Context: an optimization exercise on an open-source flow, tuned for small area. The choices shown serve that exercise and are no tape-out recipe. Where RTL was checked, it was by simulation tests only, not by an equivalence proof against the original. No functional check of the RTL was part of runs 1 and 2. Power is estimated from default activity; no workload was simulated.

File: design/flow/design.v
module fir_mac_serial (
  input  logic               clk,
  input  logic               reset,
  input  logic               in_valid_i,
  output logic               in_ready_o,
  input  logic signed [15:0] in_data_i,
  input  logic               coef_we_i,
  input  logic [3:0]         coef_addr_i,
  input  logic signed [15:0] coef_data_i,
  output logic               coef_err_o,
  output logic               out_valid_o,
  output logic signed [15:0] out_data_o,
  output logic               busy_o
);
  localparam logic [2:0] S_INIT = 3'd0, S_IDLE = 3'd1, S_PEND = 3'd2,
                         S_COMP = 3'd3, S_OUTV = 3'd4;
  logic [2:0]   st;
  logic [7:0]   t;
  logic         cerr;
  logic [255:0] hq;
  logic [15:0]  xq [0:15];
  logic [20:0]  r;
  logic k15, thd, the, thf, t255;
  assign k15  = (t[3:0] == 4'hf);
  assign thd  = (t[7:4] == 4'hd);
  assign the  = (t[7:4] == 4'he);
  assign thf  = (t[7:4] == 4'hf);
  assign t255 = k15 && thf;
  logic init, idle, pend, hold, splice, wait_s, mac, comp, neg, outv;
  assign init   = (st == S_INIT);
  assign idle   = (st == S_IDLE);
  assign pend   = (st == S_PEND);
  assign hold   = pend && !the && !thf;
  assign splice = pend && the;
  assign wait_s = pend && thf;
  assign mac    = (st == S_COMP);
  assign comp   = mac && !thf;
  assign neg    = mac && thf;
  assign outv   = (st == S_OUTV);
  logic wr_ph, wr, acc;
  assign wr_ph      = thd && (t[3:0] == coef_addr_i);
  assign in_ready_o = idle && !the && !thf && (!coef_we_i || wr_ph);
  assign busy_o     = !in_ready_o;
  assign wr         = coef_we_i && in_ready_o;
  assign acc        = in_valid_i && in_ready_o;
  logic shift;
  logic [15:0] xo;
  logic [20:0] rm, add, sum;
  assign shift = comp && k15;
  assign rm    = (mac || hold) ? r : idle ? {{5{in_data_i[15]}}, in_data_i} : 21'd0;
  logic pol;
  assign pol   = mac && (thf ^ t[4]);
  assign xo    = ((mac && hq[0]) || splice) ? (xq[0] ^ {16{pol}}) :
                 {1'b0, wait_s, 14'd0};
  assign add   = {{5{xo[15]}}, xo};
  logic [16:0] cy;
  assign cy[0] = neg && hq[0];
  for (genvar b = 0; b < 16; b++) begin : g_add
    assign sum[b]  = rm[b] ^ add[b] ^ cy[b];
    assign cy[b+1] = (rm[b] & add[b]) | (rm[b] & cy[b]) | (add[b] & cy[b]);
  end
  assign sum[20:16] = rm[20:16] + add[20:16] + {4'd0, cy[16]};
  always_ff @(posedge clk) begin
    for (int q = 0; q < 255; q++) hq[q] <= hq[q+1];
    for (int m = 0; m < 15; m++) if (wr) hq[16*m+15] <= coef_data_i[(m+14)%16];
    hq[255] <= wr ? coef_data_i[13] : init ? (t == 8'd0) : hq[0];
    for (int s = 0; s < 15; s++) xq[s] <= xq[s+1];
    xq[15] <= ~((init || splice) ? r[15:0] : xq[0]);
    r <= shift ? {sum[20], sum[20:1]} : sum;
  end
  always_ff @(posedge clk or posedge reset) begin
    if (reset) begin
      st   <= S_INIT;
      t    <= 8'd16;
      cerr <= 1'b0;
    end else begin
      t    <= t + 8'd1;
      cerr <= coef_we_i && !in_ready_o;
      case (st)
        S_INIT: if (k15 && (t[7:4] == 4'h0)) st <= S_IDLE;
        S_IDLE: if (acc) st <= S_PEND;
        S_PEND: if (t255) st <= S_COMP;
        S_COMP: if (t255) st <= S_OUTV;
        default: st <= S_IDLE;
      endcase
    end
  end
  logic ovf;
  assign ovf         = !((&r[20:15]) || !(|r[20:15]));
  assign out_data_o  = {r[20], ovf ? {15{!r[20]}} : r[14:0]};
  assign out_valid_o = outv;
  assign coef_err_o  = cerr;
endmodule
module fir_q15 (
  input  logic               clk,
  input  logic               reset,
  input  logic               in_valid_i,
  output logic               in_ready_o,
  input  logic signed [15:0] in_data_i,
  input  logic               coef_we_i,
  input  logic [3:0]         coef_addr_i,
  input  logic signed [15:0] coef_data_i,
  output logic               coef_err_o,
  output logic               out_valid_o,
  output logic signed [15:0] out_data_o,
  output logic               busy_o
);
  fir_mac_serial u_fir (
    .clk(clk), .reset(reset),
    .in_valid_i(in_valid_i), .in_ready_o(in_ready_o), .in_data_i(in_data_i),
    .coef_we_i(coef_we_i), .coef_addr_i(coef_addr_i), .coef_data_i(coef_data_i),
    .coef_err_o(coef_err_o),
    .out_valid_o(out_valid_o), .out_data_o(out_data_o), .busy_o(busy_o)
  );
endmodule
File: design/flow/flow/run.sh
#!/bin/bash
# The standard layout, with the port buffers made from the smallest buffer cell
# and the clock tree built from fewer, larger sink clusters.
set -euo pipefail
export BUFFER_PORTS_ARGS="-buffer_cell sky130_fd_sc_hd__buf_1"
export CTS_ARGS="-sink_clustering_enable -repair_clock_nets -sink_clustering_size 20 -sink_clustering_max_diameter 60 -buf_list sky130_fd_sc_hd__clkbuf_8 -dont_use_dummy_load"
bash standard.sh > standard.log 2>&1
File: design/flow/standard.sh
#!/bin/bash
# synth_recipe.tcl (not shown) runs the flow's synth.tcl, then flattens the netlist and writes it again
# the make line also repeats each setting of config.mk as NAME=value (left out here)
make -C /OpenROAD-flow-scripts/flow DESIGN_CONFIG=/design/flow/config.mk WORK_HOME=/design/flow/orfs CLKGATE_MAP_FILE= SYNTH_SCRIPT=/design/flow/synth_recipe.tcl "${@:-finish}"
File: design/flow/config.mk
export PLATFORM = sky130hd
export DESIGN_NAME = fir_q15
export DESIGN_NICKNAME = fir_q15
export VERILOG_FILES = /design/flow/design.v
export SDC_FILE = /design/flow/constraint.sdc
export NUM_CORES = 4
export LEC_CHECK = 0
export CAP_MARGIN = 20
export CORE_MARGIN = 2
export CORE_UTILIZATION = 60
export SLEW_MARGIN = 20
File: design/flow/constraint.sdc
create_clock -name core_clock -period 10.0 [get_ports {clk}]
set_input_delay 2.0000 -clock core_clock [delete_from_list [all_inputs] [get_ports {clk}]]
set_output_delay 2.0000 -clock core_clock [all_outputs]
set_load 0.01 [all_outputs]
==> notes.md, run 1 <==
* Core box area at 0.0217 mm2
* CTS clk-pin slew, worst paths at 110 ps
* Crit path DAT at 9290 ps
* Mapped Nets at 882
* Slew @ Worst Pin at 1070 ps
* Die Wd at 152 um
* Starting Density at 0.608
* Tightest Hold Check Type: flip-flop to flip-flop
* Crit path from: in_data_i[0]
* Yosys warning count at 2
* Max Clk Rate at 113 MHz
* Clock Tree Buf Depth at 3
* WP buf/inv at 4
* Multi-input logic area at 0.00202 mm2
* R2r startpoint: u_fir.st[0]
* Number of global-route vias before repair at 5632
* First-pass GRT wire length at 28.4 mm
* Period utilisation layout at 0.886
* Cells after Synth at 819
* P per Cell Area at 216 mW/mm2
* DR WL/cell at 14.5 um
* Final core occ at 0.653
* CTS sink cnt at 545
* Clock skew at 53.2 ps
* Cell taking the most area after synthesis: dfxtp_1
* Cell Area, Synth at 0.0132 mm2
* Yosys cell types at 46
* Final Slew Violations at 0
* HP Start: u_fir.xq[7][10]
* Setup repair bufs after CTS at 0
* RSZ-0062 raised after global routing: false
* CP max stage delay at 400 ps
* Register Area at 0.0110 mm2
* Leading cell types in the layout, fill and taps excluded: dfxtp_1, buf_1, clkbuf_8
* Hold Slack at 264 ps
* DRT iter0 DRCs at 186
* Largest net degree at the start of global routing at 24
* Nets at 963
* P_leak at 5.69 nW
* Post_cts resized at 0
* Delay-heaviest family, CP: adder cells
* Post-route setup TNS at 0 ps
* Antenna diodes at 0
* IO buf count at 59
* Number of H-tree levels at 2
* Drt first pass iters at 4
* GRT Overall Usage at 0.153
* Hold Buf Count CTS at 0
* GRT overflow at 0
* Die ar. at 0.0232 mm2
* Tot Pwr at 3.06 mW
* Num rows at 54
* DIE HEIGHT at 152 um
* Routed vias at 5469
* Hpwl dp at 10.7 mm
* Worst-Skew Late Latency at 550 ps
* Antenna violations before repair at 0
* Cells taking the most area after synthesis: dfxtp_1, fa_1, dfrtp_1
* Worst setup EP type: flip-flop
* Fill cell count at 1498
* Post-synth ARST share at 0.0220
* Required @ worst endpoint at 10420 ps
* TritonCTS clock tree: yes
* Crit path kind: input pin to flip-flop
* Routed vias/inst at 4.64
* Num CTS Buffers at 34
* Critical Path Stages at 28
* Ratio of cells with drive above 1 in the final layout at 0.0846
* Io pins at 60
* Post-route minimum period at 8860 ps
* R2R depth at 31
* Most used cell along the critical path: fa_1
* VDD IR-drop max at 161 uV
* Main synth FF type: dfxtp_1
* Routed Antenna Nets at 0
* CP Max Fanout at 2
* Outcome: finished clean
* CP max-delay cell: fa_1
* Root buffer cell: clkbuf_8
* Synthesis-to-finish area growth at 7.36%
* Hold Vio Cnt, Final at 0
* Hold path depth at 0
* Rel. slew slack at 0.281
* Synthesis-stage register bit count at 545
* Max cap viols at 0
* Final RePlAce weighted congestion at 0.797
* Routed Wire Length at 17.1 mm
* DRC Markers at 0
* Sequential area share after synthesis at 0.832
* Syn_area_per_cell at 16.1 um2
* Yosys top cell area share at 0.809
* CP Launch Type: input pin
* Post-synth EDFFs at 0
* Commonest non-fill, non-tap cell in the layout: dfxtp_1
* Final-report setup violation count at 0
## worst paths after layout
kind	end	slack, ps
worst max-delay path	u_fir.r[19]	1140
worst min-delay path	u_fir.xq[6][10]	260
worst max register to register	u_fir.r[19]	1380
worst min register to register	u_fir.xq[6][10]	260
max in group asynchronous	u_fir.t[4]	8220
min in group asynchronous	u_fir.st[2]	1420
## report_power, final
group	switching (mW)	internal (mW)	total, mW
clock	0.570	0.309	0.879
combinational	0.00453	0.00414	0.00867
sequential	0.0000594	2.17	2.17
## flip-flops by register name (all words and copies together) (netlist names)
signal / count
u_fir.cerr: 1
u_fir.r: 21
u_fir.t: 8
u_fir.xq: 256
u_fir.hq: 256
u_fir.st: 3
## cell families after synthesis
logic type      Yosys count  synth area share
buf+inv                  45            0.0157
xor+xnor                 29            0.0192
flops                   545             0.831
mux                      49            0.0427
fa+ha+maj                23            0.0321
simple gates             70            0.0304
compound gates           58            0.0284
## metrics by stage
stage               instances  instance area, um2  setup slack, ps
detailed placement       1144               13700              563
floorplan                 819               13200             1010
global placement         1144               13700              732
finish                   1178               14200             1140
CTS                      1178               14200             1150
global route             1178               14200              808
## layout make-up
class,instances,area share
Multi-Input combinational cell,229,0.143
Tap cell,280,0.0247
Inverter,26,0.00689
Clock buffer,34,0.0330
Timing Repair Buffer,64,0.0183
Sequential cell,545,0.775
## metal layers
metal | share of wire | track usage
met1 | 0.49 | 0.215
met2 | 0.44 | 0.235
met5 | 0 | 0
met4 | 0.025 | 0.0561
met3 | 0.038 | 0.0336
## synth_stat cells (all sizes together), types with 6 or more instances
cell    number
fa          18
o21ai        9
clkbuf       6
mux2i       21
inv         26
xnor2       19
nor2        18
dfxtp      533
xor2        10
mux2        28
buf         13
nor3         6
a22o        12
nand3        9
a21oi       25
dfrtp       11
nand2       15
==> run 2: changes to the inputs <==
--- a/design/flow/flow/run.sh
+++ b/design/flow/flow/run.sh
@@ -3,5 +3,6 @@
 # and the clock tree built from fewer, larger sink clusters.
 set -euo pipefail
 export BUFFER_PORTS_ARGS="-buffer_cell sky130_fd_sc_hd__buf_1"
+export RECOVER_POWER=100
 export CTS_ARGS="-sink_clustering_enable -repair_clock_nets -sink_clustering_size 20 -sink_clustering_max_diameter 60 -buf_list sky130_fd_sc_hd__clkbuf_8 -dont_use_dummy_load"
 bash standard.sh > standard.log 2>&1
==> run 2 against run 1 <==
Critical endpoint unchanged. Cell count stayed put. Power hardly changed. The layout now fails its checks (max-capacitance violations, max-slew violations). Flip-flop and latch count stayed put.
==> notes.md, run 2 <==
* Outcome: finished with violations
* Fail Reasons: max-capacitance violations, max-slew violations
* GRT Overall Usage at 0.153 (unchanged)
* Count leader, synth: dfxtp_1
* Num CTS Buffers at 34 (unchanged)
* Starting Density at 0.608 (unchanged)
* Num rows at 54 (unchanged)
* Main combinational cell family by area after synthesis: multiplexers
* Setup WS pre-CTS at 563 ps (unchanged)
* Post-synthesis simple-gate area fraction at 0.0304 (unchanged)
* Max Clk Rate at 113 MHz (about the same)
* Clock Tree Buf Depth at 3 (unchanged)
* Die ar. at 0.0232 mm2 (unchanged)
* Number of global-route vias before repair at 5632 (unchanged)
* Post-synthesis xor/xnor area fraction at 0.0192 (unchanged)
* Yosys top cell area share at 0.809 (unchanged)
* CP Max Fanout at 2 (unchanged)
* Main synth FF type: dfxtp_1
* Hold Buf Count CTS at 0 (unchanged)
* Mux share of post-synthesis cell area at 0.0427 (unchanged)
* Fill cell count at 1516 (+1.2%)
* Max cap viols at 3 (+3)
* DIE HEIGHT at 152 um (unchanged)
* P_leak at 5.65 nW (-0.72%)
* Drt first pass iters at 4 (unchanged)
* DRC Markers at 0 (unchanged)
* Routed Wire Length at 17.0 mm (-0.32%)
* Final Slew Violations at 51 (+51)
* Clock skew at 53.4 ps (+0.211 ps)
* Routed vias at 5455 (-0.26%)
* Tightest Hold Check Type: flip-flop to flip-flop
* Sequential area share after synthesis at 0.832 (unchanged)
* Hpwl dp at 10.7 mm (unchanged)
* Cells taking the most area after synthesis: dfxtp_1, fa_1, dfrtp_1
* Synthesis-stage register bit count at 545 (unchanged)
* Post-synth ARST share at 0.0220 (unchanged)
* Antenna violations before repair at 0 (unchanged)
* GRT overflow at 0 (unchanged)
* Leading cell types in the layout, fill and taps excluded: dfxtp_1, buf_1, clkbuf_8
* Io pins at 60 (unchanged)
* Routed Antenna Nets at 0 (unchanged)
* Worst setup EP type: flip-flop
* TritonCTS clock tree: yes
* DR WL/cell at 14.4 um (-0.32%)
* Commonest non-fill, non-tap cell in the layout: dfxtp_1
* P per Cell Area at 217 mW/mm2 (+0.61%)
* Period utilisation layout at 0.886 (about the same)
* Required @ worst endpoint at 10420 ps (about the same)
* Cells after Synth at 819 (unchanged)
* DRT iter0 DRCs at 184 (-1.1%)
* Final RePlAce weighted congestion at 0.797 (unchanged)
* Post-Synth Adder-Cell Area at 0.0321 (unchanged)
* Worst R2R End: u_fir.r[19]
* Post-route minimum period at 8860 ps (-4.59 ps)
* CTS clk-pin slew, worst paths at 110 ps (about the same)
* R2R depth at 31 (unchanged)
* Ratio of cells with drive above 1 in the final layout at 0.0713 (-0.0134)
* Register Area at 0.0110 mm2 (unchanged)
* Cell taking the most area after synthesis: dfxtp_1
* Crit path DAT at 9280 ps (about the same)
* Die Wd at 152 um (unchanged)
* First-pass GRT wire length at 28.4 mm (unchanged)
* Cell Area, Synth at 0.0132 mm2 (unchanged)
* FF-to-FF setup slack at 1220 ps (-160 ps)
* Crit path from: in_data_i[0]
* Antenna diodes at 0 (unchanged)
* Post-layout worst setup margin at 1140 ps (+4.59 ps)
* Root buffer cell: clkbuf_8
* Mapped Nets at 882 (unchanged)
* CTS sink cnt at 545 (unchanged)
* Yosys cell types at 46 (unchanged)
* Rel. slew slack at -1.02 (-1.30)
* Routed vias/inst at 4.63 (-0.26%)
* IO buf count at 59 (unchanged)
* RSZ-0062 raised after global routing: false
* Core box area at 0.0217 mm2 (unchanged)
* Nets at 963 (unchanged)
* Post-route setup TNS at 0 ps (unchanged)
* Post-synth EDFFs at 0 (unchanged)
* Synthesis-to-finish area growth at 6.71%
* Post_cts resized at 0 (unchanged)
* Crit path kind: input pin to flip-flop
* Multi-input logic area at 0.00193 mm2 (-4.2%)
* Final-report setup violation count at 0 (unchanged)
* Yosys warning count at 2 (unchanged)
* R2r startpoint: u_fir.t[4]
* Crit path to: u_fir.r[19]
* VDD IR-drop max at 161 uV (about the same)
* CP Launch Type: input pin
* Number of H-tree levels at 2 (unchanged)
* Synth Area in Compound Gates at 0.0284 (unchanged)
* Syn_area_per_cell at 16.1 um2 (unchanged)
* Setup repair bufs after CTS at 0 (unchanged)
* Largest net degree at the start of global routing at 24 (unchanged)
* Top cells by count, synth: dfxtp_1, inv_1, a21oi_1
* Regs by FF count: u_fir.hq x256, u_fir.xq x256, u_fir.r x21
* Hold Vio Cnt, Final at 0 (unchanged)
* Slew @ Worst Pin at 3010 ps (+1940 ps)
* Worst-Skew Late Latency at 550 ps (about the same)
-- run 2: per-layer routing --
| layer | track usage | wire length, um | vias to the layer above |
|---|---|---|---|
| met4 | 0.0561 | 435 | 0 |
| met3 | 0.0336 | 636 | 39 |
| met5 | 0 | 0 | - |
| met1 | 0.215 | 8360 | 2600 |
| met2 | 0.235 | 7580 | 64 |
| li1 | - | - | 2752 |
-- run 2: worst min-delay path by stage --
| stage | from | end | slack (ps) | cells past startpoint |
|---|---|---|---|---|
| finish | u_fir.xq[7][10] | u_fir.xq[6][10] | 260 | 0 |
| detailed placement | u_fir.xq[6][10] | u_fir.xq[5][10] | 310 | 0 |
| global route | u_fir.xq[7][10] | u_fir.xq[6][10] | 260 | 0 |
| global placement | u_fir.hq[15] | u_fir.hq[14] | 310 | 0 |
| floorplan | u_fir.hq[1] | u_fir.hq[0] | 310 | 0 |
| CTS | u_fir.xq[7][10] | u_fir.xq[6][10] | 270 | 0 |
-- run 2: cell type report --
| class | instances | area share |
|---|---|---|
| tap | 280 | 0.0249 |
| timing repair buffer | 64 | 0.0184 |
| inverter | 26 | 0.00693 |
| clock buffer | 34 | 0.0332 |
| multi-input combinational | 229 | 0.137 |
| sequential | 545 | 0.779 |
-- run 2: cell families after synthesis --
family | Yosys count
AO/OA/AOI/OAI | 58
multiplexers | 49
AND/OR/NAND/NOR | 70
buffers and inverters | 45
flip-flops | 545
XOR/XNOR | 29
adder cells (fa/ha/maj) | 23
-- run 2: where the power goes --
part | internal (mW) | total, mW | switching (mW)
clock network | 0.309 | 0.879 | 0.570
logic | 0.00408 | 0.00847 | 0.00439
registers | 2.17 | 2.17 | 0.0000594
total | 2.48 | 3.06 | 0.574
-- run 2: worst max-delay path, stage by stage --
cell	delay, ps
buf_1	70
a22oi_1	230
fa_1	240
fa_1	160
inv_1	50
fa_1	390
fa_1	390
fa_1	390
fa_1	390
fa_1	380
fa_1	390
fa_1	400
fa_1	400
fa_1	390
fa_1	400
fa_1	390
fa_1	370
inv_1	80
fa_1	180
fa_1	180
fa_1	160
inv_1	60
fa_1	400
a21o_1	170
a21oi_1	170
xnor2_1	190
xor2_1	160
mux2i_1	80
-- run 2: through the flow --
stage                     instances  power, mW  hold WS (ps)  utilization  area (um2)
final                          1178       3.06           264        0.649       14100
after global routing           1178       3.17           257        0.649       14100
after CTS                      1178       3.10           266        0.653       14200
after detailed placement       1144       2.23           312        0.631       13700
after global placement         1144       2.23           310        0.631       13700
after floorplan                 819       2.22           310            -       13200
==> run 3: changes to the inputs <==
--- a/design/flow/design.v
+++ b/design/flow/design.v
@@ -48,9 +48,7 @@
   logic [20:0] rm, add, sum;
   assign shift = comp && k15;
   assign rm    = (mac || hold) ? r : idle ? {{5{in_data_i[15]}}, in_data_i} : 21'd0;
-  logic pol;
-  assign pol   = mac && (thf ^ t[4]);
-  assign xo    = ((mac && hq[0]) || splice) ? (xq[0] ^ {16{pol}}) :
+  assign xo    = ((mac && hq[0]) || splice) ? (xq[0] ^ {16{neg}}) :
                  {1'b0, wait_s, 14'd0};
   assign add   = {{5{xo[15]}}, xo};
   logic [16:0] cy;
@@ -65,19 +63,19 @@
     for (int m = 0; m < 15; m++) if (wr) hq[16*m+15] <= coef_data_i[(m+14)%16];
     hq[255] <= wr ? coef_data_i[13] : init ? (t == 8'd0) : hq[0];
     for (int s = 0; s < 15; s++) xq[s] <= xq[s+1];
-    xq[15] <= ~((init || splice) ? r[15:0] : xq[0]);
+    xq[15] <= (init || splice) ? r[15:0] : xq[0];
     r <= shift ? {sum[20], sum[20:1]} : sum;
   end
   always_ff @(posedge clk or posedge reset) begin
     if (reset) begin
       st   <= S_INIT;
-      t    <= 8'd16;
+      t    <= 8'd0;
       cerr <= 1'b0;
     end else begin
       t    <= t + 8'd1;
       cerr <= coef_we_i && !in_ready_o;
       case (st)
-        S_INIT: if (k15 && (t[7:4] == 4'h0)) st <= S_IDLE;
+        S_INIT: if (t255) st <= S_IDLE;
         S_IDLE: if (acc) st <= S_PEND;
         S_PEND: if (t255) st <= S_COMP;
         S_COMP: if (t255) st <= S_OUTV;
@@ -87,7 +85,7 @@
   end
   logic ovf;
   assign ovf         = !((&r[20:15]) || !(|r[20:15]));
-  assign out_data_o  = {r[20], ovf ? {15{!r[20]}} : r[14:0]};
+  assign out_data_o  = ovf ? {r[20], {15{!r[20]}}} : r[15:0];
   assign out_valid_o = outv;
   assign coef_err_o  = cerr;
 endmodule
==> design/flow/run.sh (new file) <==
#!/bin/bash
# synth_recipe.tcl (not shown) runs the flow's synth.tcl, then flattens the netlist and writes it again
# the make line also repeats each setting of config.mk as NAME=value (left out here)
make -C /OpenROAD-flow-scripts/flow DESIGN_CONFIG=/design/flow/config.mk WORK_HOME=/design/flow/orfs CLKGATE_MAP_FILE= SYNTH_SCRIPT=/design/flow/synth_recipe.tcl finish
--- a/design/flow/config.mk
+++ b/design/flow/config.mk
@@ -8,4 +8,7 @@
 export CAP_MARGIN = 20
 export CORE_MARGIN = 2
 export CORE_UTILIZATION = 60
+export CTS_BUF_LIST = sky130_fd_sc_hd__clkbuf_8
+export CTS_CLUSTER_DIAMETER = 60
+export CTS_CLUSTER_SIZE = 20
 export SLEW_MARGIN = 20
removed: design/flow/flow/run.sh
removed: design/flow/standard.sh
==> run 3 against run 2 <==
Now clean on timing, DRC and antenna. Worst setup slack worse by 780 ps. Utilization is 3.2 points higher. Clock power is 3.3% higher.
==> notes.md, run 3 <==
* Register Area at 0.0110 mm2 (about the same)
* Cells after Synth at 828 (+1.1%)
* DIE HEIGHT at 152 um (-0.47%)
* P_int at 3.08 mW (+24%)
* Final-report setup violation count at 0 (unchanged)
* Top cells by count, synth: dfxtp_1, mux2_2, inv_1
* Setup repair bufs after CTS at 0 (unchanged)
* Regs by FF count: u_fir.hq x256, u_fir.xq x256, u_fir.r x21
* Mapped Nets at 891 (+1.0%)
* Fill cell count at 1490 (-1.7%)
* Io pins at 60 (unchanged)
* Die Wd at 152 um (-0.47%)
* Crit path DAT at 10140 ps (+860 ps)
* Starting Density at 0.616 (+0.00740)
* DR WL/cell at 14.5 um (+0.12%)
* Final Cell Area at 0.0145 mm2 (+2.7%)
* Post_cts resized at 0 (unchanged)
* Antenna violations before repair at 0 (unchanged)
* Post-route minimum period at 9640 ps (+779 ps)
* Final RePlAce weighted congestion at 0.840 (+5.4%)
* Clock skew at 25.0 ps (-28.4 ps)
* DRT iter0 DRCs at 147 (-20%)
* Num rows at 53 (-1.9%)
* Nets at 970 (+0.73%)
* Net Sw Power at 0.931 mW (+62%)
* DRC Markers at 0 (unchanged)
* Number of H-tree levels at 1 (-1)
* Sequential area share after synthesis at 0.840 (+0.00802)
* VDD IR-drop max at 166 uV (+3.2%)
* IO buf count at 59 (unchanged)
* Yosys top cell area share at 0.817 (+0.00790)
* CP max stage delay at 410 ps (about the same)
* Leading cell types in the layout, fill and taps excluded: dfxtp_1, clkdlybuf4s50_1, clkbuf_8
* Routed Antenna Nets at 0 (unchanged)
* Most used cell along the critical path: fa_1
* Crit path kind: input pin to flip-flop
* Hold Vio Cnt, Final at 0 (unchanged)
* Main synth FF type: dfxtp_1
* Worst-Skew Late Latency at 610 ps (+60 ps)
* Routed Wire Length at 17.2 mm (+0.89%)
* Clock Tree Buf Depth at 3 (unchanged)
* Multi-input logic area at 0.00191 mm2 (-1.5%)
* Largest net degree at the start of global routing at 32 (+33%)
* Final Slew Violations at 0 (-100%)
* Tot Pwr at 4.01 mW (+31%)
* Number of global-route vias before repair at 5719 (+1.5%)
* Final core occ at 0.682 (+0.0324)
* GRT overflow at 0 (unchanged)
* Cells taking the most area after synthesis: dfxtp_1, fa_1, mux2_2
* Max cap viols at 0 (-3)
* Flop pwr share at 0.652 (-0.058)
* Hold Slack at 318 ps (+54.0 ps)
* Outcome: finished clean
* CP Max Fanout at 2 (unchanged)
* P per Cell Area at 277 mW/mm2 (+28%)
* RSZ-0062 raised after global routing: false
* Synthesis-stage register bit count at 545 (unchanged)
* Clock power frac at 0.226 (-0.061)
* TritonCTS clock tree: yes
* CTS sink cnt at 545 (unchanged)
* Post-Layout Cell Count at 1187 (+0.76%)
* Hpwl dp at 10.7 mm (+0.49%)
* Max Clk Rate at 104 MHz (-8.1%)
* Die ar. at 0.0230 mm2 (-0.94%)
* Root buffer cell: clkbuf_8
* FF-to-FF setup slack at 1130 ps (-90 ps)
* Yosys cell types at 45 (-2.2%)
* Setup WS pre-CTS at -255 ps (-819 ps)
* Synthesis-to-finish area growth at 10.7%
* Cell Area, Synth at 0.0131 mm2 (-0.97%)
* Slew @ Worst Pin at 732 ps (-2280 ps)
* Sw frac at 0.232 (+0.0442)
* Num CTS Buffers at 31 (-8.8%)
* Required @ worst endpoint at 10500 ps (+80 ps)
* Syn_area_per_cell at 15.8 um2 (-2.0%)
* Combinational share of power at 0.122 (+0.119)
* Routed vias/inst at 4.61 (-0.36%)
* Cell taking the most area after synthesis: dfxtp_1
* Post-route setup TNS at 0 ps (unchanged)
* Core box area at 0.0212 mm2 (-2.2%)
* Post-layout worst setup margin at 361 ps (-779 ps)
* Post-synth EDFFs at 0 (unchanged)
* Routed vias at 5477 (+0.40%)
* Rel. slew slack at 0.511 (+1.53)
* Hold Buf Count CTS at 0 (unchanged)
* First-pass GRT wire length at 28.1 mm (-0.85%)
* Drt first pass iters at 4 (unchanged)
* Tightest Hold Check Type: flip-flop to flip-flop
* Ratio of cells with drive above 1 in the final layout at 0.0921 (+0.0208)
* Yosys warning count at 2 (unchanged)
* Antenna diodes at 0 (unchanged)
* CP Launch Type: input pin
* Period utilisation layout at 0.964 (+0.0779)
* Post-DP Area at 0.0140 mm2 (+1.9%)
* CP max-delay cell: clkdlybuf4s50_1
* Worst setup EP type: flip-flop
* CTS clk-pin slew, worst paths at 120 ps (about the same)
* GRT Overall Usage at 0.154 (+0.00192)
* P_leak at 5.90 nW (+4.5%)
* Count leader, synth: dfxtp_1
* Dpl cells at 1149 (+0.44%)
* Commonest non-fill, non-tap cell in the layout: dfxtp_1
* Post-synth ARST share at 0.0220 (unchanged)
run 3: cell types whose count changed in the layout (fill, tap and decap cells not counted), moves of 7 or more:
| cell | delta |
|---|---|
| buf_1 | -59 |
| clkdlybuf4s50_1 | +59 |
| mux2_2 | +7 |
| mux2i_1 | -19 |
| nand2_1 | +10 |
| o21ai_0 | +11 |
run 3: kinds of logic after synthesis:
group,after synthesis,share of synthesized area
adders and majority gates,23,0.0324
muxes,31,0.0265
DFF,545,0.840
buffers and inverters,47,0.0151
and+or+nand+nor,81,0.0330
AOI/OAI and AO/OA,72,0.0340
xor gates and xnor gates,29,0.0194
run 3: worst max-delay path, delay by kind of cell:
family | cells | cell delay (ps)
muxes | 1 | 90
xor gates and xnor gates | 2 | 330
AOI/OAI and AO/OA | 3 | 590
adders and majority gates | 18 | 6400
buffers and inverters | 6 | 720
run 3: layer usage:
metal,up-vias,GRT usage,share of wire
li1,2773,-,-
met5,-,0,0
met3,36,0.0287,0.039
met1,2581,0.229,0.52
met4,0,0.0454,0.025
met2,87,0.234,0.41
run 3: power by group through the flow:
stage / sequential [mW] / combinational (mW) / clock, mW
2_1_floorplan: 2.62 / 0.257 / 0
3_3_place_gp: 2.65 / 0.485 / 0
3_5_place_dp: 2.67 / 0.492 / 0
4_1_cts: 2.62 / 0.496 / 0.941
5_1_grt: 2.65 / 0.542 / 1.01
6_report: 2.61 / 0.491 / 0.908
run 3: path summary, 6_finish.rpt:
| path | from | end | cells after the start |
|---|---|---|---|
| worst max-delay path | in_data_i[0] | u_fir.r[19] | 30 |
| worst min-delay path | u_fir.hq[11] | u_fir.hq[10] | 0 |
| worst max register to register | u_fir.st[0] | u_fir.r[19] | 30 |
| worst min register to register | u_fir.hq[11] | u_fir.hq[10] | 0 |
| max in group asynchronous | reset | u_fir.t[6] | 2 |
| min in group asynchronous | reset | u_fir.cerr | 2 |
run 3: final cells by class:
type,instances,share of cell area
sequential,545,0.758
multi-input combinational,236,0.132
timing repair buffer,65,0.0439
clock buffer,32,0.0304
tap,275,0.0238
inverter,28,0.00727
clock inverter,6,0.00433

==> separate check: timing with driven ports <==
The results above use ideal ports. As a check the final layouts listed here were re-extracted and re-timed, cells and wires unchanged. Step 1 (the two cells are an assumption about what drives the block):
set clk [get_ports {clk}]
set_driving_cell -lib_cell sky130_fd_sc_hd__clkbuf_16 $clk
set_driving_cell -lib_cell sky130_fd_sc_hd__buf_2 [delete_from_list [all_inputs] $clk]
Step 2 moves the port delays by t, midway between the first and last clock arrival at a register: inputs arrive t later, outputs are due t later. That takes back most of the time a late clock gives input paths. a / b / c = ideal / step 1 / step 2; a / b = the first two.
run	t (ns)	setup WS [ns]	worst setup path at the end	slew at the worst register clock pin (ns)	pins driven straight from the clock port
run 1	0.558	1.136 / 1.155 / 0.596	input to register	0.11 / 0.11	1
run 2	0.557	1.141 / 1.158 / 0.601	input to register	0.11 / 0.11	1
run 3	0.638	0.361 / 0.374 / -0.264	input to register	0.12 / 0.12	1
With both steps, setup timing fails in run 3, where it was met with ideal ports. The setup slack of run 3, which loses most, moves by +0.013 ns with the drivers and by -0.625 ns with both steps.
